From an optimization exercise on the open Yosys and OpenROAD flow, aimed at small area, a short achievable clock period and few clock cycles; shortcuts taken in it are not production practice. The RTL was checked by simulation tests, not by an equivalence proof against the original design. Power is estimated from default activity; no workload was simulated.

==> design.v <==
`timescale 1ns/1ps
package rvCorePkg;
    localparam int xLen = 32;
    localparam logic [6:0] opR     = 7'h33;
    localparam logic [6:0] opImm   = 7'h13;
    localparam logic [6:0] opLoad  = 7'h03;
    localparam logic [6:0] opStore = 7'h23;
endpackage
`timescale 1ns/1ps
module aluUnit (
    input  logic [31:0] a,
    input  logic [31:0] b,
    input  logic        sub,       
    input  logic        selSum,
    input  logic        selSlt,
    input  logic        selSltu,
    input  logic        selXor,
    input  logic        selOr,
    input  logic        selAnd,
    input  logic        selSll,
    input  logic        selSr,     
    input  logic        arith,     
    output logic [31:0] y
);
    logic [32:0] sum;
    logic        ltu;
    logic        lt;
    logic [4:0]  sh;
    logic [31:0] shIn;
    logic [31:0] shOut;
    logic [31:0] shRev;
    logic        fill;
    logic [31:0] bx, gen, prop;
    logic [31:0] gl [0:5];
    logic [31:0] pl [0:5];
    logic [32:0] carry;
    assign bx   = b ^ {32{sub}};
    assign gen  = a & bx;
    assign prop = a ^ bx;
    always_comb begin
        gl[0] = gen;
        pl[0] = prop;
        gl[0][0] = gen[0] | (prop[0] & sub);
        for (int l = 0; l < 5; l++) begin
            for (int i = 0; i < 32; i++) begin
                if (i >= (1 << l)) begin
                    gl[l+1][i] = gl[l][i] | (pl[l][i] & gl[l][i - (1 << l)]);
                    pl[l+1][i] = pl[l][i] & pl[l][i - (1 << l)];
                end else begin
                    gl[l+1][i] = gl[l][i];
                    pl[l+1][i] = pl[l][i];
                end
            end
        end
        carry = {gl[5], sub};
    end
    assign sum = {carry[32], prop ^ carry[31:0]};
    assign ltu = ~sum[32];
    assign lt  = (a[31] ^ b[31]) ? a[31] : sum[31];
    assign sh   = b[4:0];
    assign fill = arith & a[31];
    always_comb begin
        for (int i = 0; i < 32; i++) shIn[i] = selSll ? a[31-i] : a[i];
    end
    assign shOut = 32'($signed({fill, shIn}) >>> sh);
    always_comb begin
        for (int i = 0; i < 32; i++) shRev[i] = shOut[31-i];
    end
    assign y = ({32{selSum}} & sum[31:0])
             | ({32{selXor}} & (a ^ b))
             | ({32{selOr}}  & (a | b))
             | ({32{selAnd}} & (a & b))
             | ({32{selSr}}  & shOut)
             | ({32{selSll}} & shRev)
             | {31'd0, (selSlt & lt) | (selSltu & ltu)};
endmodule
`timescale 1ns/1ps
module regFile (
    input  logic        CLK,
    input  logic [31:1] rs1Sel,    
    input  logic [31:1] rs2Sel,
    output logic [31:0] rs1Data,
    output logic [31:0] rs2Data,
    input  logic        we,
    input  logic [4:0]  rd,
    input  logic [31:0] wdata
);
    logic [31:0] regs [1:31];
    always_comb begin
        rs1Data = '0;
        rs2Data = '0;
        for (int i = 1; i < 32; i++) begin
            rs1Data = rs1Data | ({32{rs1Sel[i]}} & regs[i]);
            rs2Data = rs2Data | ({32{rs2Sel[i]}} & regs[i]);
        end
    end
    always_ff @(posedge CLK) begin
        for (int i = 1; i < 32; i++) begin
            if (we && rd == 5'(i)) regs[i] <= wdata;
        end
    end
endmodule
`timescale 1ns/1ps
`timescale 1ns/1ps
`timescale 1ns/1ps
`timescale 1ns/1ps
`timescale 1ns/1ps
module rvCore #(
    parameter int addrBits = 10
) (
    input  logic                CLK,
    input  logic                rstN,
    input  logic [31:0]         instr,
    output logic [addrBits-1:0] instrAddr,
    output logic                ramWe,
    output logic [9:0]          ramAddr,    
    output logic [31:0]         ramWdata,
    input  logic [31:0]         ramRdata,
    output logic [31:0]         gpio
);
    logic [addrBits-1:0] pc;
    logic                stall;
    assign instrAddr = pc;
    always_ff @(posedge CLK) begin
        if (!rstN)       pc <= '0;
        else if (!stall) pc <= pc + 1'b1;
    end
    logic [31:7] dIr;
    logic        dR, dI, dL, dS;    
    always_ff @(posedge CLK) begin
        if (!rstN) begin
            {dR, dI, dL, dS} <= '0;
        end else if (!stall) begin
            dR <= instr[6:0] == rvCorePkg::opR;
            dI <= instr[6:0] == rvCorePkg::opImm;
            dL <= instr[6:0] == rvCorePkg::opLoad;
            dS <= instr[6:0] == rvCorePkg::opStore;
        end
    end
    logic [31:1] dSel1, dSel2;
    logic [4:0] nRs1, nRs2;
    assign nRs1 = stall ? dIr[19:15] : instr[19:15];
    assign nRs2 = stall ? dIr[24:20] : instr[24:20];
    always_ff @(posedge CLK) begin
        if (!stall) dIr <= instr[31:7];
    end
    always_ff @(posedge CLK) begin
        for (int i = 1; i < 32; i++) begin
            dSel1[i] <= nRs1 == 5'(i);
            dSel2[i] <= nRs2 == 5'(i);
        end
    end
    logic [4:0]  dRd, dRs1, dRs2;
    logic [2:0]  dF3;
    logic        dAlt;
    logic [11:0] dImmI;
    logic [9:0]  dImmS;
    logic        dUses1, dUses2, dWrites;
    assign dRd    = dIr[11:7];
    assign dF3    = dIr[14:12];
    assign dRs1   = dIr[19:15];
    assign dRs2   = dIr[24:20];
    assign dAlt   = dIr[30];
    assign dImmI  = dIr[31:20];
    assign dImmS  = {dIr[29:25], dIr[11:7]};
    assign dUses1 = dR | dI | dL | dS;
    assign dUses2 = dR | dS;
    assign dWrites = (dR | dI | dL) && dRd != 5'd0;
    logic        eWe, eLd, eSt;
    logic [4:0]  eRd;
    logic        mWe, mLd, mRamWe, mGpioWe;
    logic [4:0]  mRd;
    logic [31:0] mX;         
    logic [31:0] mFA, mFB;   
    logic [9:0]  mAddr;
    assign stall = eWe && eLd
                   && ((dUses1 && dRs1 == eRd) || (dUses2 && dRs2 == eRd));
    logic [31:0] rf1, rf2, mVal, dA, dB;
    assign mVal = mLd ? ramRdata : mX;
    regFile regs (
        .CLK(CLK), .rs1Sel(dSel1), .rs2Sel(dSel2), .rs1Data(rf1), .rs2Data(rf2),
        .we(mWe), .rd(mRd), .wdata(mVal)
    );
    logic dFwdA, dFwdB;
    assign dFwdA = dUses1 && eWe && !eLd && eRd == dRs1;
    assign dFwdB = dUses2 && eWe && !eLd && eRd == dRs2;
    always_comb begin
        if (dFwdA)                       dA = '0;
        else if (mWe && mRd == dRs1)     dA = mVal;
        else                             dA = rf1;
        if (dI || dL)                    dB = {{20{dImmI[11]}}, dImmI};
        else if (dFwdB)                  dB = '0;
        else if (mWe && mRd == dRs2)     dB = mVal;
        else                             dB = rf2;
    end
    logic [31:0] eA, eB;
    logic [9:0]  eImm;
    logic        eSub, eSelSum, eSelSlt, eSelSltu, eSelXor, eSelOr, eSelAnd;
    logic        eSelSll, eSelSr, eArith;
    always_ff @(posedge CLK) begin
        if (!rstN || stall) begin
            eWe <= 1'b0;
            eLd <= 1'b0;
            eSt <= 1'b0;
        end else begin
            eWe <= dWrites;
            eLd <= dL;
            eSt <= dS;
        end
    end
    always_ff @(posedge CLK) begin
        eRd   <= dRd;
        eA    <= dA;
        eB    <= dB;
        eImm  <= dS ? dImmS : dImmI[9:0];
        eSub     <= (dR && dF3 == 3'd0 && dAlt) || dF3 == 3'd2 || dF3 == 3'd3;
        eSelSum  <= dF3 == 3'd0;
        eSelSll  <= dF3 == 3'd1;
        eSelSlt  <= dF3 == 3'd2;
        eSelSltu <= dF3 == 3'd3;
        eSelXor  <= dF3 == 3'd4;
        eSelSr   <= dF3 == 3'd5;
        eSelOr   <= dF3 == 3'd6;
        eSelAnd  <= dF3 == 3'd7;
        eArith   <= dAlt && dF3 == 3'd5;
    end
    logic [31:0] opA, opB, aluY;
    logic [9:0]  eAddr;
    assign opA = eA | mFA;
    assign opB = eB | mFB;
    aluUnit alu (
        .a(opA), .b(opB), .sub(eSub),
        .selSum(eSelSum), .selSlt(eSelSlt), .selSltu(eSelSltu),
        .selXor(eSelXor), .selOr(eSelOr), .selAnd(eSelAnd),
        .selSll(eSelSll), .selSr(eSelSr), .arith(eArith),
        .y(aluY)
    );
    assign eAddr = opA[9:0] + eImm;
    always_ff @(posedge CLK) begin
        if (!rstN) begin
            mWe     <= 1'b0;
            mLd     <= 1'b0;
            mRamWe  <= 1'b0;
            mGpioWe <= 1'b0;
        end else begin
            mWe     <= eWe;
            mLd     <= eLd;
            mRamWe  <= eSt && eAddr != 10'd0;
            mGpioWe <= eSt && eAddr == 10'd0;
        end
    end
    always_ff @(posedge CLK) begin
        mRd   <= eRd;
        mAddr <= eAddr;
        mX    <= eSt ? opB : aluY;
        mFA   <= dFwdA ? aluY : '0;
        mFB   <= dFwdB ? aluY : '0;
    end
    assign ramWe    = mRamWe;
    assign ramAddr  = mAddr;
    assign ramWdata = mX;
    always_ff @(posedge CLK) begin
        if (!rstN)        gpio <= '0;
        else if (mGpioWe) gpio <= mX;
    end
endmodule
==> flow/run.sh <==
#!/bin/bash
# The standard layout (standard.sh, all ORFS steps from synthesis to finish)
# with one change: buffer_ports gives every input and output port a buf_2
# buffer instead of the delay cell (clkdlybuf4s50) it picks by default.
# ORFS writes each step's full log under orfs/logs/; make's own output goes
# to standard_make.log here.
set -euo pipefail
export BUFFER_PORTS_ARGS="-buffer_cell sky130_fd_sc_hd__buf_2"
bash standard.sh > standard_make.log 2>&1
==> standard.sh <==
#!/bin/bash
# synth_recipe.tcl (not shown) runs the flow's synth.tcl, then flattens the netlist and writes it again
# the make line also repeats each setting of config.mk as NAME=value (left out here)
make -C /OpenROAD-flow-scripts/flow DESIGN_CONFIG=/design/flow/config.mk WORK_HOME=/design/flow/orfs CLKGATE_MAP_FILE= SYNTH_SCRIPT=/design/flow/synth_recipe.tcl "${@:-finish}"
==> config.mk <==
export PLATFORM = sky130hd
export DESIGN_NAME = rvCore
export DESIGN_NICKNAME = rvCore
export VERILOG_FILES = /design/flow/design.v
export SDC_FILE = /design/flow/constraint.sdc
export NUM_CORES = 4
export LEC_CHECK = 0
export ABC_AREA = 1
export CAP_MARGIN = 20
export CELL_PAD_IN_SITES_DETAIL_PLACEMENT = 1
export CELL_PAD_IN_SITES_GLOBAL_PLACEMENT = 2
export CORE_MARGIN = 2
export CORE_UTILIZATION = 30
export CTS_CLUSTER_DIAMETER = 80
export CTS_CLUSTER_SIZE = 20
export PLACE_DENSITY = 0.45
export SETUP_SLACK_MARGIN = 5.0
export SLEW_MARGIN = 20
export TNS_END_PERCENT = 1
==> constraint.sdc <==
create_clock -name core_clock -period 7.0 [get_ports {CLK}]
set_input_delay 1.4000 -clock core_clock [delete_from_list [all_inputs] [get_ports {CLK}]]
set_output_delay 1.4000 -clock core_clock [all_outputs]
set_load 0.01 [all_outputs]
==> results of run 1 <==
## path summary, 6_finish.rpt
kind / start / endpoint / slack (ns)
max: dSel1[3] / eA[3] / 4.02
min: dIr[25] / eImm[5] / 0.41
max reg2reg: dSel1[3] / eA[3] / 4.02
min reg2reg: dIr[25] / eImm[5] / 0.41
## final cells by class
type | count | area [sq um]
Antenna cell | 5 | 12.51
Clock buffer | 128 | 2883
Clock inverter | 80 | 1061
Fill cell | 22280 | 128400
Inverter | 382 | 1535
Multi-Input combinational cell | 4110 | 23650
Sequential cell | 1332 | 37040
Tap cell | 2672 | 3343
Timing Repair Buffer | 462 | 3669
Timing Repair inverter | 12 | 120.1
## cells by family after synthesis
group	share of synthesized area [%]
compound gates	10.28
xor+xnor	0.7067
fa+ha+maj	2.229
buf+inv	4.327
flops	60.67
simple gates	21.78
## registers in the layout, indices dropped and copies added, names as in the netlist, 32 cells and up
register   count
eB            32
mFB           32
mFA           32
mX            32
regs.regs    992
eA            32
gpio          32
## cell usage in the layout (no fill, tap or decap), types with 23 or more instances in the layout
master and count:
a211oi_1 45, a21oi_1 73, a221o_1 32, a221oi_1 203
a22o_1 211, buf_2 144, buf_4 250, buf_6 38
clkbuf_16 113, clkinvlp_4 28, dfxtp_1 216, dfxtp_2 72
dfxtp_4 27, edfxtp_1 1017, ha_1 80, ha_4 23
inv_1 322, inv_2 34, nand2_1 1818, nand2_2 54
nand2_4 26, nand3_1 390, nand3_2 31, nand4_1 248
nor2_1 295, nor2_2 38, nor2_4 97, nor3_1 56
nor4_1 24, o21ai_0 106, o21ai_1 23, o21ai_2 26
xor2_1 26
## stage by stage
step | util, % | cell area (sq um) | setup WS (ns) | power (W)
2_1_floorplan | - | 60830 | 4.478 | 0.01106
3_3_place_gp | 32.40 | 65360 | 3.015 | 0.01278
6_report | 36.35 | 73310 | 4.017 | 0.02073
4_1_cts | 35.85 | 72300 | 4.179 | 0.02057
3_5_place_dp | 32.41 | 65360 | 3.031 | 0.01278
5_1_grt | 36.34 | 73300 | 4.108 | 0.02134
## synthesized netlist by cell type, types with 7 or more instances
master / n / area [sq um]
nor4_1: 28 / 175.2
nor2_2: 13 / 81.33
a221oi_1: 205 / 1795
xor2_1: 41 / 359.1
o21ai_1: 14 / 70.07
nor2_1: 412 / 1546
a22o_1: 211 / 1848
nand4_1: 248 / 1551
nand3_1: 425 / 2127
o21ai_0: 141 / 705.7
inv_1: 359 / 1348
ha_1: 105 / 1314
clkbuf_1: 255 / 957.2
a21oi_1: 103 / 515.5
dfxtp_1: 315 / 6306
buf_1: 21 / 78.83
inv_2: 15 / 56.30
o21ai_2: 7 / 61.31
nand3b_1: 7 / 52.55
o211ai_1: 11 / 82.58
nor3_1: 62 / 310.3
a211oi_1: 50 / 375.4
or2_2: 10 / 62.56
edfxtp_1: 1017 / 30540
xnor2_1: 8 / 70.07
clkinv_1: 8 / 30.03
a221o_1: 32 / 320.3
buf_2: 24 / 120.1
nand2_1: 1896 / 7117
## critical path, delay by kind of cell, from the launching register on
kind                   cells  cell delay (ns)
buffers and inverters      2             0.56
and+or+nand+nor            4             0.60
DFF                        1             0.76
AOI/OAI and AO/OA          2             0.83
## timing repair
action / 4_1_cts / 5_1_grt
pin swaps: 110 / 69
hold buffers: 0 / 0
buffers inserted: 89 / 43
resized for setup: 555 / 120
setup endpoints to repair: 2175 / 2239
cloned: 16 / 5
## layer usage
| metal | track usage (%) | routed length (microns) |
|---|---|---|
| met1 | 45.83 | 152600 |
| met2 | 59.28 | 177400 |
| met3 | 5.494 | 26690 |
| met4 | 16.07 | 21010 |
| met5 | 0 | 59 |
## power by group
group	total, W	internal (W)	switching [W]
Combinational	0.00429	0.00129	0.00301
Clock	0.00714	0.00364	0.00350
Sequential	0.00930	0.00906	0.000245
Total	0.0207	0.0140	0.00675
==> run notes, run 1 <==
Slew headroom=just over 20%; worst hold path depth=0; Final period util=between 40% and 50%; IO Count=between 150 and 200; die area=roughly 210000 sq um; fin. max-slew vios=0; vias per cell=5.868; global route overflow=0; Clock Path Buffers=3; Cell variety after synth=60; FF+latch count, synth=between 1000 and 1500; yosys warns=6; clock root cell=clkbuf_16; antenna-violating nets left=0; Peak VDD IR=about 210 uV; WP data required=7.63 ns; Clk pin slew, worst setup/hold paths=0.09 ns; sequential share of the synthesized area=60.67%; Post-Syn Area=a little over 60000 sq um; DR vias=~54000; initial detailed-routing violation count=6305; Slowest Stage Delay on Critical Path=between 0.7 and 0.8 ns; type of origin of the critical path=flop; Placed Cells=~8800; DRC errors left=0; Slew @ Worst Pin=between 1 and 1.5 ns; Final Critical Period=2.983 ns; vias in the first global route=about 53000; final setup skew=approximately 0.066 ns; Clock Sinks=between 1000 and 1500; max-cap viol count=0; die outline height=approximately 450 microns; post-route insts no fill=approximately 9200; largest net degree at the start of global routing=65; fraction of layout cells with a size suffix above 1=between 10% and 20%; post-DP HPWL=229.6 mm; wire length per cell=roughly 41 microns; Fin. Hold Viols=0; worst hold slack=0.4100 ns; GPL Wtd Cong=0.8945; status=finished clean; reg2reg path depth=8; first-pass GRT wire length=493.8 mm; GRT Total Usage=about 36%; Layout Nets=approximately 6600; # port buffers=150; Most used DFF post-synth=edfxtp_1; DRT Wirelength=about 380 mm; worst skew pair latency=roughly 0.83 ns; TritonCTS clock tree=built; critical-path cell list=buf_6 -> a22o_1 -> inv_1 -> nand4_1 -> nor2_1 -> nand4_1 -> nor2_1 -> a211oi_2; synthesis-to-layout area growth=20.72%; Mapped Cells=between 6000 and 7000; Core Region=roughly 200000 sq um; critical path data arrival time=about 3.6 ns; Starting Density=between 30% and 40%; Max Fanout on Critical Path=21; # H-tree levels=3; Die Wd=roughly 450 microns; initial antenna violation count=32; EDFF count, synth=1017; TritonRoute pass-1 iters=5; setup violators final=0; slowest stage cell, crit path=dfxtp_2; Syn Nets=between 6000 and 7000; critical path class=flop to flop; FMAX=approximately 340 MHz; CTS Buf Count=around 110; setup TNS after final layout=0 ns; RSZ-0062 raised after global routing=true; Hold Crit Class=flop to flop; Avg Cell Area, Syn=slightly below 10 sq um; CP Capture Type=flop; # rows=between 150 and 200; asr flop ratio synth=0%; pwr/cell area=between 200 and 300 nW/um^2; Pleak=~28 nW
Testbench counts, summed over its fixed seeds: cycles 20,124.
==> run 2, diff against run 1 <==
--- a/config.mk
+++ b/config.mk
@@ -10,7 +10,7 @@
 export CELL_PAD_IN_SITES_DETAIL_PLACEMENT = 1
 export CELL_PAD_IN_SITES_GLOBAL_PLACEMENT = 2
 export CORE_MARGIN = 2
-export CORE_UTILIZATION = 30
+export CORE_UTILIZATION = 50
 export CTS_CLUSTER_DIAMETER = 80
 export CTS_CLUSTER_SIZE = 20
 export PLACE_DENSITY = 0.45
==> run 2 against run 1 <==
Still clean on timing, DRC and antenna. Synthesized area is the same. Global-route usage grew 12 points. Sequential power up 0.4%. First-iteration DRC count increased by 63%. Cell count decreased by 13%. Die area down 40%. Power is 12% lower. Wire length shrank 18%. Final area is 6.4% lower. Critical path type unchanged. Critical endpoint is now eA[0].
==> run notes, run 2 <==
synthesis-to-layout area growth=12.98%; TritonRoute pass-1 iters=7 (+2); Mapped Cells=6123 (unchanged); vias in the first global route=54550 (+3.0%); FF+latch count, synth=1332 (unchanged); cell with the most instances after synthesis=nand2_1; post-route insts no fill=7970 (-13%); Placed Cells=7717 (-12%); Sequential Power Share=51.4% (+6.5 points); Post-Syn Area=60730 sq um (unchanged); yosys warns=6 (unchanged); Comb power frac=20.2% (-0.5 points); DRC errors left=0 (unchanged); die outline height=352.5 microns (-22%); pwr/cell area=265.0 nW/um^2 (-6.3%); asr flop ratio synth=0% (unchanged); clock root cell=clkbuf_16; Reg-to-Reg End=eA[0]; Int Power=0.01241 W (-11%); worst reg2reg setup slack=3.96 ns (-0.06 ns); setup violators final=0 (unchanged); Cell variety after synth=60 (unchanged); Synth Area in Adders=2.229% (unchanged); Clock Path Buffers=3 (unchanged); critical-path cell list=buf_4 -> a22o_1 -> a221oi_1 -> nand4_1 -> nor2_1 -> a211oi_1; antenna-violating nets left=0 (unchanged); max-cap viol count=0 (unchanged); CTS Buf Count=80 (-28%); Die Wd=352.5 microns (-22%); WP data required=7.58 ns (-0.05 ns); fraction of layout cells with a size suffix above 1=14.06% (-4.8 points); RSZ-0062 raised after global routing=true; Layout Nets=6461 (-1.9%); top cells by area, synth=edfxtp_1 50%, nand2_1 12%, dfxtp_1 10%, nand3_1 3.5%, a22o_1 3.0%; Switching Share=31.73% (-0.83 points); Setup WS pre-CTS=2.713 ns (-0.3177 ns); Clock Sinks=1332 (unchanged); GPL Wtd Cong=0.9676 (+8.2%); worst hold path depth=0 (unchanged); wire length per cell=38.90 microns (-5.5%); Pleak=26.41 nW (-5.2%); die area=124300 sq um (-40%); Hold EP=eImm[7]; Max Fanout on Critical Path=21 (unchanged); critical path class=flop to flop; first-pass GRT wire length=419.6 mm (-15%); commonest cells after routing, fill and taps aside=1858 x nand2_1, 1017 x edfxtp_1, 412 x nand3_1; Largest register FFs=992 (unchanged); Synth top cells by count=1896 x nand2_1, 1017 x edfxtp_1, 425 x nand3_1, 412 x nor2_1, 359 x inv_1; FMAX=328.7 MHz (-2.0%); Syn Nets=6296 (unchanged); type of origin of the critical path=flop; initial antenna violation count=10 (-69%); Fin. Hold Viols=0 (unchanged); Reg-to-Reg Start=dSel1[4]; Slowest Stage Delay on Critical Path=0.95 ns (+0.19 ns); # rows=127 (-23%); setup TNS after final layout=0 ns (unchanged); largest family of logic cells by synthesized area=simple AND/OR/NAND/NOR gates; final setup skew=0.03825 ns (-0.02821 ns); GRT Total Usage=48.18% (+12 points); total power=0.01818 W (-12%); Most used DFF post-synth=edfxtp_1; Synth Area in XOR/XNOR=0.7067% (unchanged); worst skew pair latency=0.73 ns (-0.10 ns); # port buffers=150 (unchanged); share of total power in the clock network=28.4% (-6.0 points); top cell family by delay on the critical path=flip-flops; Simple-Gate Fraction of Synth Area=21.78% (unchanged); vias per cell=7.041 (+20%); Hold Crit Class=flop to flop; Slew @ Worst Pin=1.225 ns (+0.03578 ns); final worst setup slack=3.958 ns (-0.05979 ns); sequential share of the synthesized area=60.67% (unchanged); initial detailed-routing violation count=10260 (+63%); status=finished clean; worst hold slack=0.3854 ns (-0.02458 ns); Avg Cell Area, Syn=9.918 sq um (unchanged); DRT Wirelength=310.0 mm (-18%); slowest stage cell, crit path=dfxtp_2; Yosys top cell by area=edfxtp_1; global route overflow=0 (unchanged); hold path startpoint=dIr[27]; Final Critical Period=3.042 ns (+0.05979 ns); CP Capture Type=flop; Clk pin slew, worst setup/hold paths=0.08 ns (about the same); Yosys top cell area share=50.29% (unchanged); critical path data arrival time=3.62 ns (about the same); commonest non-fill, non-tap cell in the layout=nand2_1; Starting Density=50.55% (+20 points); hold buffer count at cts=0 (unchanged); # H-tree levels=3 (unchanged); mux cell area share after synthesis=0% (unchanged); Synth Area in Compound Gates=10.28% (unchanged); Core Region=120100 sq um (-40%); WP buf/inv=1 (-1); reg2reg path depth=6 (-2); largest net degree at the start of global routing=61 (-6.2%); fin. max-slew vios=0 (unchanged); CP Launch Point=dSel1[4]; Final period util=43.46% (+0.85 points); TritonCTS clock tree=built; Peak VDD IR=217.5 uV (+2.2%); post-DP HPWL=176.0 mm (-23%); Sw Pwr=0.005770 W (-15%); IO Count=151 (unchanged); Biggest register=regs.regs; EDFF count, synth=1017 (unchanged); Slew headroom=18.35% (-2.4 points); DR vias=56120 (+4.1%)
-- run 2: what timing repair did --
action,4_1_cts,5_1_grt
setup buffers,57,32
cloned,10,2
resized for setup,304,117
pin swaps,62,26
endpoints found under the setup margin,2338,2342
-- run 2: worst max path at each step --
stage | end | slack, ns | depth (start not counted)
2_1_floorplan | regs.regs[18][0] | 4.48 | 3
3_3_place_gp | mX[24] | 2.78 | 17
3_5_place_dp | mX[24] | 2.71 | 17
4_1_cts | mX[0] | 4.26 | 16
5_1_grt | mRamWe | 4.05 | 14
6_report | eA[0] | 3.96 | 6
-- run 2: final cells by class --
type                       count  area (sq um)
fill                       13180         51520
timing repair inverter         3         20.02
sequential                  1332         37080
clock inverter                19         291.5
inverter                     382          1481
timing repair buffer         379          2880
multi-input combinational   4110         22630
antenna                        5         12.51
clock buffer                 128          2203
tap                         1612          2017
-- run 2: power by group through the flow --
stage | Combinational [W] | Sequential [W] | Clock [W]
floorplan | 0.00173 | 0.00932 | 0
global placement | 0.00298 | 0.00948 | 0
detailed placement | 0.00303 | 0.00947 | 0
CTS | 0.00341 | 0.00933 | 0.00512
global route | 0.00385 | 0.00933 | 0.00536
finish | 0.00368 | 0.00934 | 0.00517
-- run 2: per-stage QoR --
step	utilization, %	instance area [sq um]
floorplan	-	60830
global placement	53.05	63720
detailed placement	53.05	63720
CTS	56.46	67830
global route	57.11	68610
finish	57.11	68610
-- run 2: kinds of logic after synthesis --
logic type      count (synthesis)
simple gates                 3125
buf+inv                       685
xor+xnor                       49
flops                        1332
fa+ha+maj                     107
compound gates                825
-- run 2: layer usage --
layer / global-route usage [%] / part of all wire [%] / vias to the layer above
met4: 33.03 / 8.8 / 7
met5: 0 / 0.038 / -
met1: 63.67 / 35 / 27560
met2: 67.72 / 40 / 5197
met3: 14.87 / 15 / 1382
li1: - / - / 21980
==> run 3, diff against run 2 <==
--- a/config.mk
+++ b/config.mk
@@ -16,4 +16,4 @@
 export PLACE_DENSITY = 0.45
 export SETUP_SLACK_MARGIN = 5.0
 export SLEW_MARGIN = 20
-export TNS_END_PERCENT = 1
+export TNS_END_PERCENT = 0
==> run 3 against run 2 <==
Critical path type unchanged. Flip-flop and latch count is the same. Global-route usage increased by 0.51 points. Cell count up 0.29%. Register-to-register slack improved by 0.11 ns. Clock power is 3% higher. Sequential share of layout area down 0.35 points. Still clean. Power grew 2.4%. Non-clock buffer count grew 16. Sequential power about the same.
==> run notes, run 3 <==
# H-tree levels=3 (unchanged); fraction of layout cells with a size suffix above 1=14.90% (+0.85 points); DRT Wirelength=310.7 mm (+0.24%); Layout Nets=6480 (+0.29%); first-pass GRT wire length=423.7 mm (+0.99%); met1 wire length=109.3 mm (-0.36%); pwr/cell area=269.5 nW/um^2 (+1.7%); Clk pin slew, worst setup/hold paths=0.08 ns (about the same); Final period util=41.82% (-1.6 points); Sw Pwr=0.005963 W (+3.3%); DP Area=63750 sq um (about the same); asr flop ratio synth=0% (unchanged); GPL Wtd Cong=0.9802 (+1.3%); critical path data arrival time=3.54 ns (-0.08 ns); initial detailed-routing violation count=10750 (+4.7%); Yosys top cell area share=50.29% (unchanged); Post-Syn Area=60730 sq um (unchanged); Biggest register=regs.regs; Clock Sinks=1332 (unchanged); Synth top cells by count=1896 x nand2_1, 1017 x edfxtp_1, 425 x nand3_1, 412 x nor2_1, 359 x inv_1; WP data required=7.61 ns (+0.03 ns); commonest non-fill, non-tap cell in the layout=nand2_1; # port buffers=150 (unchanged); commonest cells after routing, fill and taps aside=1849 x nand2_1, 1017 x edfxtp_1, 409 x nand3_1; synthesis-to-layout area growth=13.79%; Starting Density=50.55% (unchanged); Syn Nets=6296 (unchanged); FF+latch count, synth=1332 (unchanged); worst skew pair latency=0.75 ns (+0.02 ns); Fin. Hold Viols=0 (unchanged); EDFF count, synth=1017 (unchanged); sequential share of the synthesized area=60.67% (unchanged); wire length per cell=38.88 microns (about the same); TritonCTS clock tree=built; Avg Cell Area, Syn=9.918 sq um (unchanged); GRT Total Usage=48.69% (+0.51 points); Cell variety after synth=60 (unchanged); Clock Path Buffers=3 (unchanged); yosys warns=6 (unchanged); share of total power in the clock network=28.7% (+0.3 points); initial antenna violation count=12 (+2); final setup skew=0.04652 ns (+0.008272 ns); CP Capture Type=flop; global route overflow=0 (unchanged); Die Wd=352.5 microns (unchanged); # rows=127 (unchanged); Final Critical Period=2.928 ns (-0.1148 ns); DR vias=56710 (+1.1%); Most used DFF post-synth=edfxtp_1; type of origin of the critical path=flop; Slowest Stage Delay on Critical Path=0.81 ns (-0.14 ns); Yosys top cell by area=edfxtp_1; top cells by area, synth=edfxtp_1 50%, nand2_1 12%, dfxtp_1 10%, nand3_1 3.5%, a22o_1 3.0%; antenna-violating nets left=0 (unchanged); max-cap viol count=0 (unchanged); routed wl met3=51.09 mm (+6.5%); die area=124300 sq um (unchanged); Slew @ Worst Pin=1.258 ns (+0.03367 ns); setup violators final=0 (unchanged); DRC errors left=0 (unchanged); Sequential Power Share=50.1% (-1.3 points); Hold Crit Class=flop to flop; TritonRoute pass-1 iters=8 (+1); met2 WL=124.7 mm (about the same); worst hold slack=0.3824 ns (-0.002981 ns); IO Count=151 (unchanged); fin. max-slew vios=0 (unchanged); Peak VDD IR=261.0 uV (+20%); Int Power=0.01266 W (+2.0%); hold buffer count at cts=0 (unchanged); Pleak=26.60 nW (+0.73%); setup TNS after final layout=0 ns (unchanged); Comb power frac=21.3% (+1.1 points); post-DP HPWL=177.8 mm (+1.0%); Slew headroom=15.91% (-2.4 points); status=finished clean; Finished Cell Area=69100 sq um (+0.71%); critical-path cell list=buf_4 -> nand2_1 -> nand3_1 -> nor4_2 -> nand4_1 -> nand3_1 -> nand2_1; vias in the first global route=55090 (+1.0%); Switching Share=32.02% (+0.29 points); slowest stage cell, crit path=nand4_1; FMAX=341.6 MHz (+3.9%); Max Fanout on Critical Path=26 (+24%); Mapped Cells=6123 (unchanged); Max Used Layer=met5; post-route insts no fill=7993 (+0.29%); die outline height=352.5 microns (unchanged); cell with the most instances after synthesis=nand2_1; vias per cell=7.095 (+0.77%); RSZ-0062 raised after global routing=true; clock root cell=clkbuf_16; largest net degree at the start of global routing=57 (-6.6%); critical path class=flop to flop; Placed Cells=7725 (+0.10%); Core Region=120100 sq um (unchanged); CTS Buf Count=82 (+2.5%); Largest register FFs=992 (unchanged)
==> run 3: path summary, 6_finish.rpt <==
kind              startpoint  endpoint  slack (ns)  cells after the start
hold reg to reg      dIr[26]   eImm[6]        0.38                      0
setup / recovery   dSel2[25]     eB[4]        4.07                      7
hold / removal       dIr[26]   eImm[6]        0.38                      0
setup reg to reg   dSel2[25]     eB[4]        4.07                      7
==> run 3: metrics by stage <==
stage | power [W] | setup slack, ns | utilization [%]
finish | 0.01862 | 4.072 | 57.52
global route | 0.01900 | 4.114 | 57.51
CTS | 0.01827 | 4.316 | 57.17
detailed placement | 0.01253 | 3.249 | 53.06
global placement | 0.01248 | 3.330 | 53.06
floorplan | 0.01105 | 4.478 | -
==> run 3: cells by family after synthesis <==
kind of cell	share of synthesized area (%)
fa+ha+maj	2.229
flops	60.67
simple gates	21.78
buf+inv	4.327
xor+xnor	0.7067
compound gates	10.28
==> run 3: worst max-delay path: cells and delay by family (launching register included) <==
kind                   cells  cell delay (ns)
buffers and inverters      1             0.41
flip-flops                 1             0.44
AND/OR/NAND/NOR            6             1.93
==> run 3: layout make-up <==
type	instances	area (sq um)
inverters	382	1494
repair buffers	395	3018
diodes	6	15.01
flip-flops and latches	1332	37100
repair inverters	8	71.32
multi-input cells	4106	22770
well taps	1612	2017
clock buffers	133	2286
fillers	13140	51030
clock inverters	19	330.3
==> run 3: power by group through the flow <==
stage	logic [W]	registers, W	clock network, W
floorplan	0.00173	0.00932	0
global placement	0.00301	0.00947	0
detailed placement	0.00306	0.00947	0
CTS	0.00367	0.00931	0.00529
global route	0.00413	0.00932	0.00554
finish	0.00396	0.00933	0.00534
==> run 3: metal layers <==
| metal | track usage [%] | vias up |
|---|---|---|
| met5 | 0.2308 | - |
| met4 | 31.24 | 18 |
| met3 | 18.19 | 1386 |
| met2 | 67.83 | 5315 |
| met1 | 63.60 | 27970 |
| li1 | - | 22020 |
==> run 3: timing repair <==
| item | CTS | global route |
|---|---|---|
| endpoints found under the setup margin | 2363 | 2335 |
| setup buffers | 81 | 13 |
| hold endpoints to repair | 0 | 0 |
| resized for setup | 421 | 58 |
| gates cloned | 13 | 1 |
| pin swaps | 75 | 26 |
==> run 4, diff against run 3 <==
--- a/config.mk
+++ b/config.mk
@@ -10,7 +10,7 @@
 export CELL_PAD_IN_SITES_DETAIL_PLACEMENT = 1
 export CELL_PAD_IN_SITES_GLOBAL_PLACEMENT = 2
 export CORE_MARGIN = 2
-export CORE_UTILIZATION = 50
+export CORE_UTILIZATION = 45
 export CTS_CLUSTER_DIAMETER = 80
 export CTS_CLUSTER_SIZE = 20
 export PLACE_DENSITY = 0.45
==> run 4 against run 3 <==
Sequential power hardly changed. Core utilization is 5.5 points lower. Still clean. Clock power is 5.4% higher. Clock skew is 0.0014 ns lower. Hold slack better by 0.0022 ns. Register-to-register slack hardly changed. Critical endpoint is now eB[9].
==> run notes, run 4 <==
status=finished clean; FMAX=342.4 MHz (+0.25%); setup TNS after final layout=0 ns (unchanged); total power=0.01886 W (+1.3%); Most used DFF post-synth=edfxtp_1; Synth top cells by count=1896 x nand2_1, 1017 x edfxtp_1, 425 x nand3_1, 412 x nor2_1, 359 x inv_1; sequential share of the synthesized area=60.67% (unchanged); Simple-Gate Fraction of Synth Area=21.78% (unchanged); synthesis-to-layout area growth=14.50%; # port buffers=150 (unchanged); Synth Area in Adders=2.229% (unchanged); vias in the first global route=53670 (-2.6%); Mapped Cells=6123 (unchanged); CTS Buf Count=86 (+4.9%); setup violators final=0 (unchanged); first-pass GRT wire length=435.0 mm (+2.7%); top cells by area, synth=edfxtp_1 50%, nand2_1 12%, dfxtp_1 10%, nand3_1 3.5%, a22o_1 3.0%; CP Capture Type=flop; DRT Wirelength=323.6 mm (+4.1%); Layout Nets=6500 (+0.31%); DR vias=56030 (-1.2%); critical-path cell list=buf_4 -> a22o_1 -> a2111oi_0 -> nand4_1 -> nand3_1 -> nand2_1; # H-tree levels=3 (unchanged); Core Region=133600 sq um (+11%); IO Count=151 (unchanged); Die Wd=371.4 microns (+5.3%); Fin. Hold Viols=0 (unchanged); WP buf/inv=1 (unchanged); filler cell count=14570 (+11%); fin. max-slew vios=0 (unchanged); cell with the most instances after synthesis=nand2_1; die outline height=371.4 microns (+5.3%); die area=137900 sq um (+11%); Clk pin slew, worst setup/hold paths=0.09 ns (about the same); Pleak=26.72 nW (+0.43%); Peak VDD IR=249.5 uV (-4.4%); global route overflow=0 (unchanged); commonest cells after routing, fill and taps aside=1849 x nand2_1, 1017 x edfxtp_1, 407 x nand3_1; TritonRoute pass-1 iters=8 (unchanged); fraction of layout cells with a size suffix above 1=15.62% (+0.72 points); Clock Path Buffers=3 (unchanged); initial detailed-routing violation count=9546 (-11%); mux cell area share after synthesis=0% (unchanged); clock root cell=clkbuf_16; Max Fanout on Critical Path=32 (+23%); GPL Wtd Cong=0.9654 (-1.5%); Avg Cell Area, Syn=9.918 sq um (unchanged); Biggest register=regs.regs; TritonCTS clock tree=built; # rows=134 (+5.5%); Slew headroom=14.09% (-1.8 points); max-cap viol count=0 (unchanged); final worst setup slack=4.080 ns (+0.007240 ns); Synth Area in XOR/XNOR=0.7067% (unchanged); final setup skew=0.04515 ns (-0.001373 ns); largest family of logic cells by synthesized area=simple AND/OR/NAND/NOR gates; Yosys top cell area share=50.29% (unchanged); hold buffer count at cts=0 (unchanged); Cell variety after synth=60 (unchanged); Clock Sinks=1332 (unchanged); asr flop ratio synth=0% (unchanged); worst skew pair latency=0.76 ns (about the same); EDFF count, synth=1017 (unchanged); Final Critical Period=2.920 ns (-0.007240 ns); top cell family by delay on the critical path=compound AO/OA/AOI/OAI gates; critical path class=flop to flop; Core Util, Final=52.03% (-5.5 points); Post-Syn Area=60730 sq um (unchanged); Largest register FFs=992 (unchanged); Starting Density=45.44% (-5.1 points); GRT Total Usage=45.95% (-2.7 points); largest net degree at the start of global routing=61 (+7.0%); vias per cell=6.848 (-3.5%); Yosys top cell by area=edfxtp_1; initial antenna violation count=18 (+6); Synth Area in Compound Gates=10.28% (unchanged); commonest non-fill, non-tap cell in the layout=nand2_1; wire length per cell=39.55 microns (+1.7%); Slew @ Worst Pin=1.280 ns (+0.02173 ns); DRC errors left=0 (unchanged); post-DP HPWL=189.5 mm (+6.6%); Slowest Stage Delay on Critical Path=0.78 ns (-0.03 ns); slowest stage cell, crit path=a2111oi_0; WP data required=7.61 ns (about the same); FF+latch count, synth=1332 (unchanged); Hold Crit Class=flop to flop; Syn Nets=6296 (unchanged); yosys warns=6 (unchanged); Final period util=41.72% (-0.10 points); type of origin of the critical path=flop; antenna-violating nets left=0 (unchanged); pwr/cell area=271.3 nW/um^2 (+0.67%); critical path data arrival time=3.53 ns (about the same); Setup WS pre-CTS=3.255 ns (+0.006270 ns); RSZ-0062 raised after global routing=true
==> run 4: cell counts after synthesis <==
No cell type changed its count.
==> run 4: kinds of logic (layout without fill, tap and decap cells) <==
logic type / Yosys count / count (layout)
buf+inv: 685 / 963
simple gates: 3125 / 3125
fa+ha+maj: 107 / 107
xor+xnor: 49 / 49
compound gates: 825 / 825
other cells: 0 / 13
flops: 1332 / 1332
==> run 4: cell type report <==
cell class | instances | area [sq um] | area share, %
flip-flops and latches | 1332 | 37090 | 53.34
multi-input cells | 4106 | 22710 | 32.66
repair buffers | 408 | 3047 | 4.382
clock buffers | 129 | 2365 | 3.401
well taps | 1768 | 2212 | 3.181
inverters | 382 | 1499 | 2.156
clock inverters | 33 | 484.2 | 0.6964
repair inverters | 11 | 96.34 | 0.1386
diodes | 13 | 32.53 | 0.04679
==> run 4: metal layers <==
layer  part of all wire, %  vias to the layer above  GRT usage (%)  wire length (microns)
li1                      -                    22060              -                      -
met1                    38                    28170          61.82                 121500
met2                    41                     4667          65.36                 132300
met3                    14                     1118          14.08                  46350
met4                   7.2                       12          26.74                  23340
met5                 0.025                        -              0                     81
==> run 4: path summary, 6_finish.rpt <==
path	to	slack, ns	from	depth (start not counted)
min	eImm[9]	0.38	dIr[29]	0
max reg2reg	eB[9]	4.08	dSel2[19]	6
min reg2reg	eImm[9]	0.38	dIr[29]	0
max	eB[9]	4.08	dSel2[19]	6
==> run 4: metrics by stage <==
step,area [sq um],cells,hold slack (ns)
2_1_floorplan,60780,6123,0.3484
6_report,69530,8182,0.3846
5_1_grt,69500,8171,0.4044
3_3_place_gp,64080,7900,0.3557
4_1_cts,68800,8145,0.3856
3_5_place_dp,64080,7900,0.3611
==> run 4: report_power, final <==
| part | internal (W) | leakage (nW) | switching (W) | total [W] |
|---|---|---|---|---|
| Clock | 0.00262 | 1.37 | 0.00301 | 0.00563 |
| Combinational | 0.00112 | 13.4 | 0.00279 | 0.00391 |
| Sequential | 0.00907 | 11.9 | 0.000258 | 0.00933 |
| Total | 0.0128 | 26.7 | 0.00606 | 0.0189 |
==> run 4: what timing repair did <==
action                                  4_1_cts  5_1_grt
endpoints found under the setup margin     2342     2294
cloned                                       13        2
endpoints found under the hold margin         0        0
setup buffers                                70       21
gates resized for setup                     377      113
pin swaps                                    65       36
==> run 5, diff against run 4 <==
--- a/config.mk
+++ b/config.mk
@@ -10,7 +10,7 @@
 export CELL_PAD_IN_SITES_DETAIL_PLACEMENT = 1
 export CELL_PAD_IN_SITES_GLOBAL_PLACEMENT = 2
 export CORE_MARGIN = 2
-export CORE_UTILIZATION = 45
+export CORE_UTILIZATION = 55
 export CTS_CLUSTER_DIAMETER = 80
 export CTS_CLUSTER_SIZE = 20
 export PLACE_DENSITY = 0.45
==> run 5 against run 4 <==
Non-clock buffer count decreased by 61. Critical endpoint is now eA[9]. Final area down 2.8%. Global-route usage up 8.0 points. Highest routed layer unchanged. Fmax is 8.1% lower. First-iteration DRC count up 18%. Sequential power hardly changed. Clock power is 9.1% lower. Die area shrank 18%.
==> run notes, run 5 <==
status=finished clean; Pleak=26.14 nW (-2.2%); vias per cell=7.398 (+8.0%); FMAX=314.5 MHz (-8.1%); commonest non-fill, non-tap cell in the layout=nand2_1; Largest register FFs=992 (unchanged); # H-tree levels=3 (unchanged); GRT Total Usage=53.95% (+8.0 points); Slew @ Worst Pin=1.160 ns (-0.1199 ns); FF/Latch Area=37050 sq um (about the same); met2 WL=120.9 mm (-8.6%); antenna-violating nets left=0 (unchanged); Clock Sinks=1332 (unchanged); Slew headroom=22.65% (+8.6 points); WP data required=7.57 ns (-0.04 ns); worst skew pair latency=0.73 ns (-0.03 ns); Core Region=109200 sq um (-18%); fin. max-slew vios=0 (unchanged); yosys warns=6 (unchanged); TritonCTS clock tree=built; Synth top cells by count=1896 x nand2_1, 1017 x edfxtp_1, 425 x nand3_1, 412 x nor2_1, 359 x inv_1; commonest cells after routing, fill and taps aside=1876 x nand2_1, 1017 x edfxtp_1, 417 x nand3_1; Biggest register=regs.regs; Most used DFF post-synth=edfxtp_1; initial detailed-routing violation count=11310 (+18%); TritonRoute pass-1 iters=10 (+2); Max Used Layer=met5; # port buffers=150 (unchanged); setup TNS after final layout=0 ns (unchanged); RSZ-0062 raised after global routing=true; cell with the most instances after synthesis=nand2_1; critical path class=flop to flop; Die Wd=336.3 microns (-9.4%); die outline height=336.3 microns (-9.4%); filler cell count=11720 (-20%); Mapped Cells=6123 (unchanged); multi-input logic area=22260 sq um (-2.0%); wire length per cell=39.66 microns (+0.27%); Avg Cell Area, Syn=9.918 sq um (unchanged); top cells by area, synth=edfxtp_1 50%, nand2_1 12%, dfxtp_1 10%, nand3_1 3.5%, a22o_1 3.0%; Yosys top cell by area=edfxtp_1; Starting Density=55.63% (+10 points); met1 wire length=101.6 mm (-16%); Max Fanout on Critical Path=19 (-41%); Clk pin slew, worst setup/hold paths=0.09 ns (about the same); first-pass GRT wire length=422.1 mm (-3.0%); Finished Cell Area=67600 sq um (-2.8%); CTS Buf Count=81 (-5.8%); Clock Path Buffers=3 (unchanged); Final Critical Period=3.179 ns (+0.2590 ns); Syn Nets=6296 (unchanged); routed wl met3=55.86 mm (+21%); Post-Syn Area=60730 sq um (unchanged); vias in the first global route=56320 (+4.9%); CP Capture Type=flop; GPL Wtd Cong=1.018 (+5.4%); fraction of layout cells with a size suffix above 1=12.67% (-3.0 points); initial antenna violation count=19 (+1); max-cap viol count=0 (unchanged); Fin. Hold Viols=0 (unchanged); IO Count=151 (unchanged); synthesis-to-layout area growth=11.32%; Hold Crit Class=flop to flop; DRC errors left=0 (unchanged); EDFF count, synth=1017 (unchanged); # rows=121 (-9.7%); pwr/cell area=267.2 nW/um^2 (-1.5%); DR vias=57790 (+3.2%); type of origin of the critical path=flop; final setup skew=0.03781 ns (-0.007341 ns); asr flop ratio synth=0% (unchanged); DP Area=63540 sq um (-0.83%); global route overflow=0 (unchanged); Peak VDD IR=218.9 uV (-12%); Final period util=45.42% (+3.7 points); DRT Wirelength=309.8 mm (-4.3%); setup violators final=0 (unchanged); Yosys top cell area share=50.29% (unchanged); Layout Nets=6424 (-1.2%); largest net degree at the start of global routing=63 (+3.3%); post-DP HPWL=176.2 mm (-7.0%); sequential share of the synthesized area=60.67% (unchanged); FF+latch count, synth=1332 (unchanged); clock root cell=clkbuf_16; critical path data arrival time=3.75 ns (+0.22 ns); Cell variety after synth=60 (unchanged); die area=113100 sq um (-18%); hold buffer count at cts=0 (unchanged)
==> run 5: cell counts after synthesis <==
No cell type changed its count.
==> run 5: cell type report <==
class                   count  share of cell area (%)
repair buffers            347                   3.646
clock inverters            13                  0.2906
flip-flops and latches   1332                   54.81
multi-input cells        4107                   32.93
inverters                 382                   2.158
well taps                1476                   2.732
diodes                     20                 0.07404
clock buffers             135                   3.361
==> run 5: stage by stage <==
step | worst slack (ns) | instances | hold slack (ns) | util (%) | power (W)
finish | 3.821 | 7812 | 0.3899 | 61.93 | 0.01806
global route | 3.976 | 7794 | 0.4026 | 61.89 | 0.01839
CTS | 4.248 | 7783 | 0.3884 | 61.71 | 0.01771
detailed placement | 3.215 | 7582 | 0.3680 | 58.21 | 0.01249
global placement | 3.360 | 7582 | 0.3612 | 58.21 | 0.01242
floorplan | 4.478 | 6123 | 0.3484 | - | 0.01105
==> run 5: path summary, 6_finish.rpt <==
check	from	to	slack, ns	cells past startpoint
setup / recovery	dSel1[5]	eA[9]	3.82	9
hold / removal	dIr[26]	eImm[6]	0.39	0
setup reg to reg	dSel1[5]	eA[9]	3.82	9
hold reg to reg	dIr[26]	eImm[6]	0.39	0
==> run 5: critical path: stages, from the launching register on <==
cell	delay, ns
dfxtp_2	0.65
buf_4	0.48
nand2_1	0.12
nand2_1	0.07
a221oi_1	0.39
nand4_1	0.21
nor2_1	0.25
nand4_1	0.13
nor2_1	0.64
a211oi_2	0.06
==> run 5: power by group <==
group | switching, W | leakage, nW | internal (W)
logic | 0.00261 | 13.0 | 0.000969
registers | 0.000288 | 11.9 | 0.00907
clock network | 0.00284 | 1.17 | 0.00229
==> run 5: logic make-up after synthesis <==
kind of cell	Yosys count	share of synthesized area (%)
and+or+nand+nor	3125	21.78
xor gates and xnor gates	49	0.7067
DFF	1332	60.67
adders and majority gates	107	2.229
buffers and inverters	685	4.327
AOI/OAI and AO/OA	825	10.28
==> run 5: routing by layer <==
| metal | up-vias | GRT usage (%) |
|---|---|---|
| met5 | - | 0.2128 |
| met4 | 22 | 41.53 |
| met3 | 1906 | 23.48 |
| met2 | 6139 | 72.67 |
| met1 | 27800 | 67.79 |
| li1 | 21920 | - |
==> run 5: what timing repair did <==
action	CTS	global route
cloned	6	0
gates resized for setup	263	35
setup buffers	47	9
pin swaps	34	14
endpoints found under the setup margin	2321	2331
==> run 6, diff against run 5 <==
--- a/design.v
+++ b/design.v
@@ -77,8 +77,8 @@
 `timescale 1ns/1ps
 module regFile (
     input  logic        CLK,
-    input  logic [31:1] rs1Sel,    
-    input  logic [31:1] rs2Sel,
+    input  logic [4:0]  rs1,
+    input  logic [4:0]  rs2,
     output logic [31:0] rs1Data,
     output logic [31:0] rs2Data,
     input  logic        we,
@@ -90,8 +90,8 @@
         rs1Data = '0;
         rs2Data = '0;
         for (int i = 1; i < 32; i++) begin
-            rs1Data = rs1Data | ({32{rs1Sel[i]}} & regs[i]);
-            rs2Data = rs2Data | ({32{rs2Sel[i]}} & regs[i]);
+            rs1Data = rs1Data | ({32{rs1 == 5'(i)}} & regs[i]);
+            rs2Data = rs2Data | ({32{rs2 == 5'(i)}} & regs[i]);
         end
     end
     always_ff @(posedge CLK) begin
@@ -127,29 +127,11 @@
     end
     logic [31:7] dIr;
     logic        dR, dI, dL, dS;    
-    always_ff @(posedge CLK) begin
-        if (!rstN) begin
-            {dR, dI, dL, dS} <= '0;
-        end else if (!stall) begin
-            dR <= instr[6:0] == rvCorePkg::opR;
-            dI <= instr[6:0] == rvCorePkg::opImm;
-            dL <= instr[6:0] == rvCorePkg::opLoad;
-            dS <= instr[6:0] == rvCorePkg::opStore;
-        end
-    end
-    logic [31:1] dSel1, dSel2;
-    logic [4:0] nRs1, nRs2;
-    assign nRs1 = stall ? dIr[19:15] : instr[19:15];
-    assign nRs2 = stall ? dIr[24:20] : instr[24:20];
-    always_ff @(posedge CLK) begin
-        if (!stall) dIr <= instr[31:7];
-    end
-    always_ff @(posedge CLK) begin
-        for (int i = 1; i < 32; i++) begin
-            dSel1[i] <= nRs1 == 5'(i);
-            dSel2[i] <= nRs2 == 5'(i);
-        end
-    end
+    assign dIr = instr[31:7];
+    assign dR  = instr[6:0] == rvCorePkg::opR;
+    assign dI  = instr[6:0] == rvCorePkg::opImm;
+    assign dL  = instr[6:0] == rvCorePkg::opLoad;
+    assign dS  = instr[6:0] == rvCorePkg::opStore;
     logic [4:0]  dRd, dRs1, dRs2;
     logic [2:0]  dF3;
     logic        dAlt;
@@ -178,7 +160,7 @@
     logic [31:0] rf1, rf2, mVal, dA, dB;
     assign mVal = mLd ? ramRdata : mX;
     regFile regs (
-        .CLK(CLK), .rs1Sel(dSel1), .rs2Sel(dSel2), .rs1Data(rf1), .rs2Data(rf2),
+        .CLK(CLK), .rs1(dRs1), .rs2(dRs2), .rs1Data(rf1), .rs2Data(rf2),
         .we(mWe), .rd(mRd), .wdata(mVal)
     );
     logic dFwdA, dFwdB;
--- a/config.mk
+++ b/config.mk
@@ -10,9 +10,7 @@
 export CELL_PAD_IN_SITES_DETAIL_PLACEMENT = 1
 export CELL_PAD_IN_SITES_GLOBAL_PLACEMENT = 2
 export CORE_MARGIN = 2
-export CORE_UTILIZATION = 55
-export CTS_CLUSTER_DIAMETER = 80
-export CTS_CLUSTER_SIZE = 20
+export CORE_UTILIZATION = 30
 export PLACE_DENSITY = 0.45
 export SETUP_SLACK_MARGIN = 5.0
 export SLEW_MARGIN = 20
==> run 6 against run 5 <==
Flip-flop and latch count decreased by 91. Synthesized area decreased by 1.3%. Critical path depth increased by 1. Die area increased by 80%. Non-clock buffer count increased by 213. First-iteration DRC count decreased by 22%. Clock skew increased by 0.0015 ns. Critical endpoint unchanged.
==> run notes, run 6 <==
status=finished clean; CP Capture Type=flop; Biggest register=regs.regs; die outline height=451 microns (+34%); Synth Area in Compound Gates=11.52% (+1.2 points); worst hold slack=0.4128 ns (+0.02284 ns); # rows=164 (+36%); Starting Density=30.08% (-26 points); Clock Path Buffers=3 (unchanged); Final period util=43.09% (-2.3 points); global route overflow=0 (unchanged); commonest cells after routing, fill and taps aside=1489 x nand2_1, 992 x edfxtp_1, 850 x inv_1; critical path data arrival time=3.76 ns (about the same); pwr/cell area=281.6 nW/um^2 (+5.4%); cell with the most instances after synthesis=nand2_1; DRT Wirelength=433.2 mm (+40%); DRC errors left=0 (unchanged); initial detailed-routing violation count=8807 (-22%); Reg-to-Reg End=regs.regs[2][21]; filler cell count=22390 (+91%); vias in the first global route=56010 (-0.56%); critical-path cell list=clkbuf_4 -> nand2_2 -> inv_1 -> nand3_1 -> buf_4 -> o21ai_0 -> nor4_2 -> nand3_4 -> nand3_1 -> inv_1; WP data required=7.75 ns (+0.18 ns); Die Wd=451 microns (+34%); Core Util, Final=37.72% (-24 points); Pleak=30.15 nW (+15%); DP Area=65330 sq um (+2.8%); antenna-violating nets left=0 (unchanged); top cells by area, synth=edfxtp_1 50%, nand2_1 9.8%, dfxtp_1 8.3%, inv_1 5.6%, nand3_1 3.5%; clock root cell=clkbuf_16; largest net degree at the start of global routing=43 (-32%); worst hold path depth=0 (unchanged); slowest stage cell, crit path=buf_4; mux cell area share after synthesis=0% (unchanged); Yosys top cell by area=edfxtp_1; Reg-to-Reg Start=mRd[1]; Finished Cell Area=75160 sq um (+11%); Largest register FFs=992 (unchanged); worst skew pair latency=0.85 ns (+0.12 ns); FMAX=331.5 MHz (+5.4%); Cell variety after synth=54 (-10%); CTS Buf Count=152 (+88%); Peak VDD IR=280.5 uV (+28%); Slew headroom=14.27% (-8.4 points); initial antenna violation count=49 (+30); Hold EP=mRd[1]; critical path class=input pin to flop; FF+latch count, synth=1241 (-6.8%); Final Critical Period=3.016 ns (-0.1630 ns); GRT Total Usage=41.37% (-13 points); asr flop ratio synth=0% (unchanged); Most used DFF post-synth=edfxtp_1; first-pass GRT wire length=555.0 mm (+31%); fin. max-slew vios=0 (unchanged); Synth Area in Adders=2.258% (+0.029 points); hold path startpoint=eRd[1]; RSZ-0062 raised after global routing=true; setup TNS after final layout=0 ns (unchanged); final setup skew=0.03927 ns (+0.001461 ns); Max Fanout on Critical Path=15 (-4); max-cap viol count=0 (unchanged); Slew @ Worst Pin=1.286 ns (+0.1257 ns); Crit. path cell count=10 (+1); Simple-Gate Fraction of Synth Area=19.63% (-2.2 points); WP buf/inv=4 (+3); Clock Sinks=1241 (-6.8%); Yosys top cell area share=49.70% (-0.60 points); Synth top cells by count=1560 x nand2_1, 992 x edfxtp_1, 893 x inv_1, 470 x nor2_1, 415 x nand3_1; Fin. Hold Viols=0 (unchanged); Mapped Cells=6476 (+5.8%); vias per cell=5.983 (-19%); EDFF count, synth=992 (-2.5%); Hold Crit Class=flop to flop; commonest non-fill, non-tap cell in the layout=nand2_1; DR vias=58380 (+1.0%); TritonCTS clock tree=built; fraction of layout cells with a size suffix above 1=18.60% (+5.9 points); worst reg2reg setup slack=3.99 ns (+0.17 ns); die area=203400 sq um (+80%); top cell family by delay on the critical path=simple AND/OR/NAND/NOR gates; # H-tree levels=4 (+1); Syn Nets=6649 (+5.6%); Layout Nets=7109 (+11%); Slowest Stage Delay on Critical Path=0.58 ns (-0.07 ns); yosys warns=6 (unchanged); hold buffer count at cts=0 (unchanged); Synth Area in XOR/XNOR=0.7744% (+0.068 points); sequential share of the synthesized area=58.01% (-2.7 points); IO Count=151 (unchanged); synthesis-to-layout area growth=25.39%; GPL Wtd Cong=0.9475 (-6.9%); # port buffers=150 (unchanged); setup violators final=0 (unchanged); post-DP HPWL=286.0 mm (+62%); TritonRoute pass-1 iters=7 (-3); Avg Cell Area, Syn=9.256 sq um (-6.7%); Clk pin slew, worst setup/hold paths=0.06 ns (-0.03 ns); Post-Syn Area=59940 sq um (-1.3%); type of origin of the critical path=input pin; largest family of logic cells by synthesized area=simple AND/OR/NAND/NOR gates; reg2reg path depth=5 (-4); Core Region=199200 sq um (+83%); wire length per cell=44.39 microns (+12%)
==> run 6: layout make-up <==
type / instances / area (sq um) / area share (%)
flip-flops and latches: 1241 / 34890 / 46.42
diodes: 43 / 107.6 / 0.1432
repair inverters: 3 / 15.01 / 0.01998
clock inverters: 75 / 758.2 / 1.009
multi-input cells: 4031 / 22770 / 30.29
repair buffers: 560 / 5249 / 6.983
well taps: 2656 / 3323 / 4.421
inverters: 947 / 3810 / 5.069
clock buffers: 202 / 4243 / 5.645
==> run 6: worst max path at each step <==
| stage | startpoint | slack (ns) | endpoint |
|---|---|---|---|
| final | instr[18] | 3.98 | eA[9] |
| after global routing | eSub | 4.03 | mFA[0] |
| after CTS | mX[22] | 4.08 | ramWdata[22] |
| after detailed placement | instr[24] | 1.84 | eB[10] |
| after global placement | instr[24] | 1.70 | eB[10] |
| after floorplan | instr[1] | 4.15 | eB[26] |
==> run 6: where the power goes <==
group / switching, W / total (W) / internal (W) / leakage, nW
logic: 0.00299 / 0.00412 / 0.00113 / 16.6
clock network: 0.00345 / 0.00818 / 0.00474 / 2.43
registers: 0.000322 / 0.00886 / 0.00854 / 11.1
total: 0.00676 / 0.0212 / 0.0144 / 30.2
==> run 6: cells by family (layout without fill, tap and decap cells) <==
family | after synthesis | count (layout)
xor+xnor | 53 | 53
buf+inv | 1205 | 1787
other cells | 0 | 43
flops | 1241 | 1241
simple gates | 2782 | 2783
compound gates | 1088 | 1088
fa+ha+maj | 107 | 107
==> run 6: layer usage <==
metal,vias up,part of all wire (%),global-route usage (%)
met4,26,8.7,28.87
li1,23310,-,-
met5,-,0.037,0
met1,29820,37,50.97
met3,1188,10,10.19
met2,4045,44,63.54
==> run 6: repair_timing <==
item,CTS,global route
setup buffers,97,49
pin swaps,69,65
endpoints found under the hold margin,0,0
endpoints found under the setup margin,2189,2163
resized for setup,578,270
cloned,8,4
==> run 6: metrics by stage <==
| stage | setup slack, ns | instances | power (W) |
|---|---|---|---|
| finish | 3.984 | 9758 | 0.02117 |
| detailed placement | 1.841 | 9277 | 0.01240 |
| CTS | 4.079 | 9659 | 0.02097 |
| floorplan | 4.152 | 6476 | 0.01046 |
| global placement | 1.700 | 9266 | 0.01239 |
| global route | 4.033 | 9746 | 0.02172 |
Testbench counts of run 6, summed over its fixed seeds: cycles 20,076.
==> run 7, diff against run 6 <==
==> run.sh (new file) <==
#!/bin/bash
# synth_recipe.tcl (not shown) runs the flow's synth.tcl, then flattens the netlist and writes it again
# the make line also repeats each setting of config.mk as NAME=value (left out here)
make -C /OpenROAD-flow-scripts/flow DESIGN_CONFIG=/design/flow/config.mk WORK_HOME=/design/flow/orfs CLKGATE_MAP_FILE= SYNTH_SCRIPT=/design/flow/synth_recipe.tcl finish
--- a/config.mk
+++ b/config.mk
@@ -12,6 +12,6 @@
 export CORE_MARGIN = 2
 export CORE_UTILIZATION = 30
 export PLACE_DENSITY = 0.45
-export SETUP_SLACK_MARGIN = 5.0
+export SETUP_SLACK_MARGIN = 4.6
 export SLEW_MARGIN = 20
-export TNS_END_PERCENT = 0
+export TNS_END_PERCENT = 1
removed: flow/run.sh
removed: standard.sh
==> run 7 against run 6 <==
Final area up 3.9%. Sequential power about the same. Sequential share of layout area down 1.7 points. Power up 1.8%. Setup slack better by 0.042 ns. Wire length up 1.2%. Clock-buffer cell count up 1. Register-to-register slack better by 0.04 ns. Still clean on timing, DRC and antenna. Combinational power up 6.6%. First-iteration DRC count up 3.6%. Largest cell class unchanged. Via count up 2.8%.
==> run notes, run 7 <==
Max Fanout on Critical Path=5 (-10); commonest cells after routing, fill and taps aside=1474 x nand2_1, 992 x edfxtp_1, 839 x inv_1; Fin. Hold Viols=0 (unchanged); fraction of layout cells with a size suffix above 1=19.68% (+1.1 points); Clock Sinks=1241 (unchanged); critical path data arrival time=3.71 ns (-0.05 ns); Most used DFF post-synth=edfxtp_1; Cell variety after synth=54 (unchanged); Mapped Cells=6476 (unchanged); Synth Area in Adders=2.258% (unchanged); DP Area=66090 sq um (+1.2%); setup TNS after final layout=0 ns (unchanged); FMAX=336.2 MHz (+1.4%); Setup WS pre-CTS=1.462 ns (-0.3798 ns); largest family of logic cells by synthesized area=simple AND/OR/NAND/NOR gates; Synth Area in XOR/XNOR=0.7744% (unchanged); Finished Cell Area=78110 sq um (+3.9%); reg2reg path depth=12 (+7); worst reg2reg setup slack=4.03 ns (+0.04 ns); hold buffer count at cts=0 (unchanged); Syn Nets=6649 (unchanged); first-pass GRT wire length=559.9 mm (+0.89%); Clock Path Buffers=3 (unchanged); setup violators final=0 (unchanged); vias in the first global route=56800 (+1.4%); Die Wd=451 microns (unchanged); sequential share of the synthesized area=58.01% (unchanged); synthesis-to-layout area growth=30.30%; final worst setup slack=4.026 ns (+0.04185 ns); pwr/cell area=276.0 nW/um^2 (-2.0%); fin. max-slew vios=0 (unchanged); RSZ-0062 raised after global routing=true; wire length per cell=44.30 microns (-0.21%); Synth Area in Compound Gates=11.52% (unchanged); Simple-Gate Fraction of Synth Area=19.63% (unchanged); # rows=164 (unchanged); FF+latch count, synth=1241 (unchanged); Peak VDD IR=232.0 uV (-17%); worst skew pair latency=0.86 ns (about the same); Slew @ Worst Pin=1.281 ns (-0.004599 ns); top cells by area, synth=edfxtp_1 50%, nand2_1 9.8%, dfxtp_1 8.3%, inv_1 5.6%, nand3_1 3.5%; DRC errors left=0 (unchanged); DR vias=60040 (+2.8%); initial antenna violation count=59 (+20%); Avg Cell Area, Syn=9.256 sq um (unchanged); worst hold path depth=0 (unchanged); Reg-to-Reg End=mGpioWe; Core Util, Final=39.20% (+1.5 points); Starting Density=30.08% (unchanged); TritonCTS clock tree=built; Final Critical Period=2.974 ns (-0.04185 ns); type of origin of the critical path=flop; max-cap viol count=0 (unchanged); EDFF count, synth=992 (unchanged); clock root cell=clkbuf_16; Biggest register=regs.regs; yosys warns=6 (unchanged); largest net degree at the start of global routing=45 (+4.7%); # H-tree levels=4 (unchanged); antenna-violating nets left=0 (unchanged); WP data required=7.74 ns (about the same); commonest non-fill, non-tap cell in the layout=nand2_1; GRT Total Usage=41.72% (+0.35 points); Yosys top cell area share=49.70% (unchanged); vias per cell=6.064 (+1.3%); Hold EP=mRd[1]; post-DP HPWL=278.5 mm (-2.6%); cell with the most instances after synthesis=nand2_1; Reg-to-Reg Start=mFA[2]; mux cell area share after synthesis=0% (unchanged); Slew headroom=14.01% (-0.27 points); GPL Wtd Cong=0.9497 (+0.23%); asr flop ratio synth=0% (unchanged); Core Region=199200 sq um (unchanged); initial detailed-routing violation count=9121 (+3.6%); total power=0.02156 W (+1.8%); Post-Syn Area=59940 sq um (unchanged); DRT Wirelength=438.6 mm (+1.2%); Layout Nets=7240 (+1.8%); CP Capture Type=flop; global route overflow=0 (unchanged); die area=203400 sq um (unchanged); Clk pin slew, worst setup/hold paths=0.05 ns (about the same); IO Count=151 (unchanged); Synth top cells by count=1560 x nand2_1, 992 x edfxtp_1, 893 x inv_1, 470 x nor2_1, 415 x nand3_1; Largest register FFs=992 (unchanged); status=finished clean; Final period util=42.49% (-0.60 points); # port buffers=150 (unchanged); die outline height=451 microns (unchanged); Pleak=31.38 nW (+4.0%); hold path startpoint=eRd[1]; critical path class=flop to flop; Hold Crit Class=flop to flop; final setup skew=0.05835 ns (+0.01908 ns); CTS Buf Count=152 (unchanged); TritonRoute pass-1 iters=9 (+2); Yosys top cell by area=edfxtp_1
run 7: cell counts after synthesis:
Identical to the previous run, type by type.
run 7: timing repair:
item	CTS	global route
endpoints found under the setup margin	1868	1914
gates cloned	19	9
pin swaps	128	68
resized for setup	1024	251
setup buffers	205	49
run 7: critical path: stages (launching register included):
cell,delay (ns)
dfxtp_1,0.32
nor2_4,0.24
clkinvlp_4,0.16
buf_4,0.19
ha_2,0.32
a21oi_2,0.20
buf_4,0.14
nand2_1,0.05
xor2_1,0.16
or3b_4,0.42
nor3_4,0.20
nand3_4,0.25
nor3_2,0.22
run 7: final cells by class:
class	instances	area, sq um
diodes	50	125.1
clock buffers	203	4199
clock inverters	79	890.9
fillers	22260	121100
inverters	947	3979
multi-input cells	4032	23020
flip-flops and latches	1241	34940
well taps	2656	3323
repair buffers	685	7574
repair inverters	8	55.05
run 7: worst max-delay path by stage:
stage	startpoint	end	depth (start not counted)
floorplan	instr[15]	eA[27]	12
detailed placement	instr[24]	eB[2]	13
global placement	instr[24]	eB[2]	13
global route	mFA[2]	mGpioWe	12
CTS	eA[0]	mRamWe	12
finish	mFA[2]	mGpioWe	12
run 7: kinds of logic after synthesis:
kind of cell / after synthesis
fa+ha+maj: 107
compound gates: 1088
buf+inv: 1205
simple gates: 2782
xor+xnor: 53
flops: 1241
run 7: metrics by stage:
step	hold WS, ns	std cells
2_1_floorplan	0.3640	6476
3_3_place_gp	0.4036	9279
3_5_place_dp	0.3854	9286
4_1_cts	0.4020	9792
6_report	0.4025	9901
5_1_grt	0.4129	9870
run 7: report_power, final:
group | total [W] | switching, W | internal [W]
registers | 0.00888 | 0.000332 | 0.00855
clock network | 0.00829 | 0.00356 | 0.00473
logic | 0.00439 | 0.00308 | 0.00131
total | 0.0216 | 0.00697 | 0.0146
run 7: routing by layer:
metal	GRT usage, %	vias to the layer above	part of all wire, %
li1	-	23610	-
met1	50.75	30650	37
met2	63.92	4401	44
met3	11.36	1342	11
met4	29.38	32	8.6
met5	0	-	0.053

==> separate check: timing with driven ports <==
No port has a modelled driver above. Below, the same layouts with a new extraction and two added sets of constraints.
Step 1 sets driving cells, clkbuf_16 on the clock port and buf_2 on the other inputs (assumed; they add their load-dependent delay and slew).
Step 2 moves the port delays by t, midway between the first and last clock arrival at a register: inputs arrive t later, outputs are due t later. That takes back most of the time a late clock gives input paths.
a / b / c = ideal ports / drivers / drivers and shift; a / b = the first two.
| run | t (ns) | setup WS [ns] | hold slack, ns |
|---|---|---|---|
| run 1 | 0.886 | 4.017 / 4.017 / 3.479 | 0.410 / 0.410 / 0.410 |
| run 2 | 0.794 | 3.958 / 3.958 / 3.607 | 0.385 / 0.385 / 0.385 |
| run 3 | 0.805 | 4.072 / 4.072 / 3.624 | 0.382 / 0.382 / 0.382 |
| run 4 | 0.816 | 4.080 / 4.080 / 3.455 | 0.385 / 0.385 / 0.385 |
| run 5 | 0.794 | 3.821 / 3.821 / 3.648 | 0.390 / 0.390 / 0.390 |
| run 6 | 0.916 | 3.984 / 3.991 / 3.083 | 0.413 / 0.413 / 0.413 |
| run 7 | 0.917 | 4.026 / 3.984 / 3.078 | 0.403 / 0.403 / 0.403 |
After both steps every run listed still meets setup and hold. The setup slack of run 7, which loses most, moves by -0.042 ns with the drivers and by -0.948 ns with both steps.
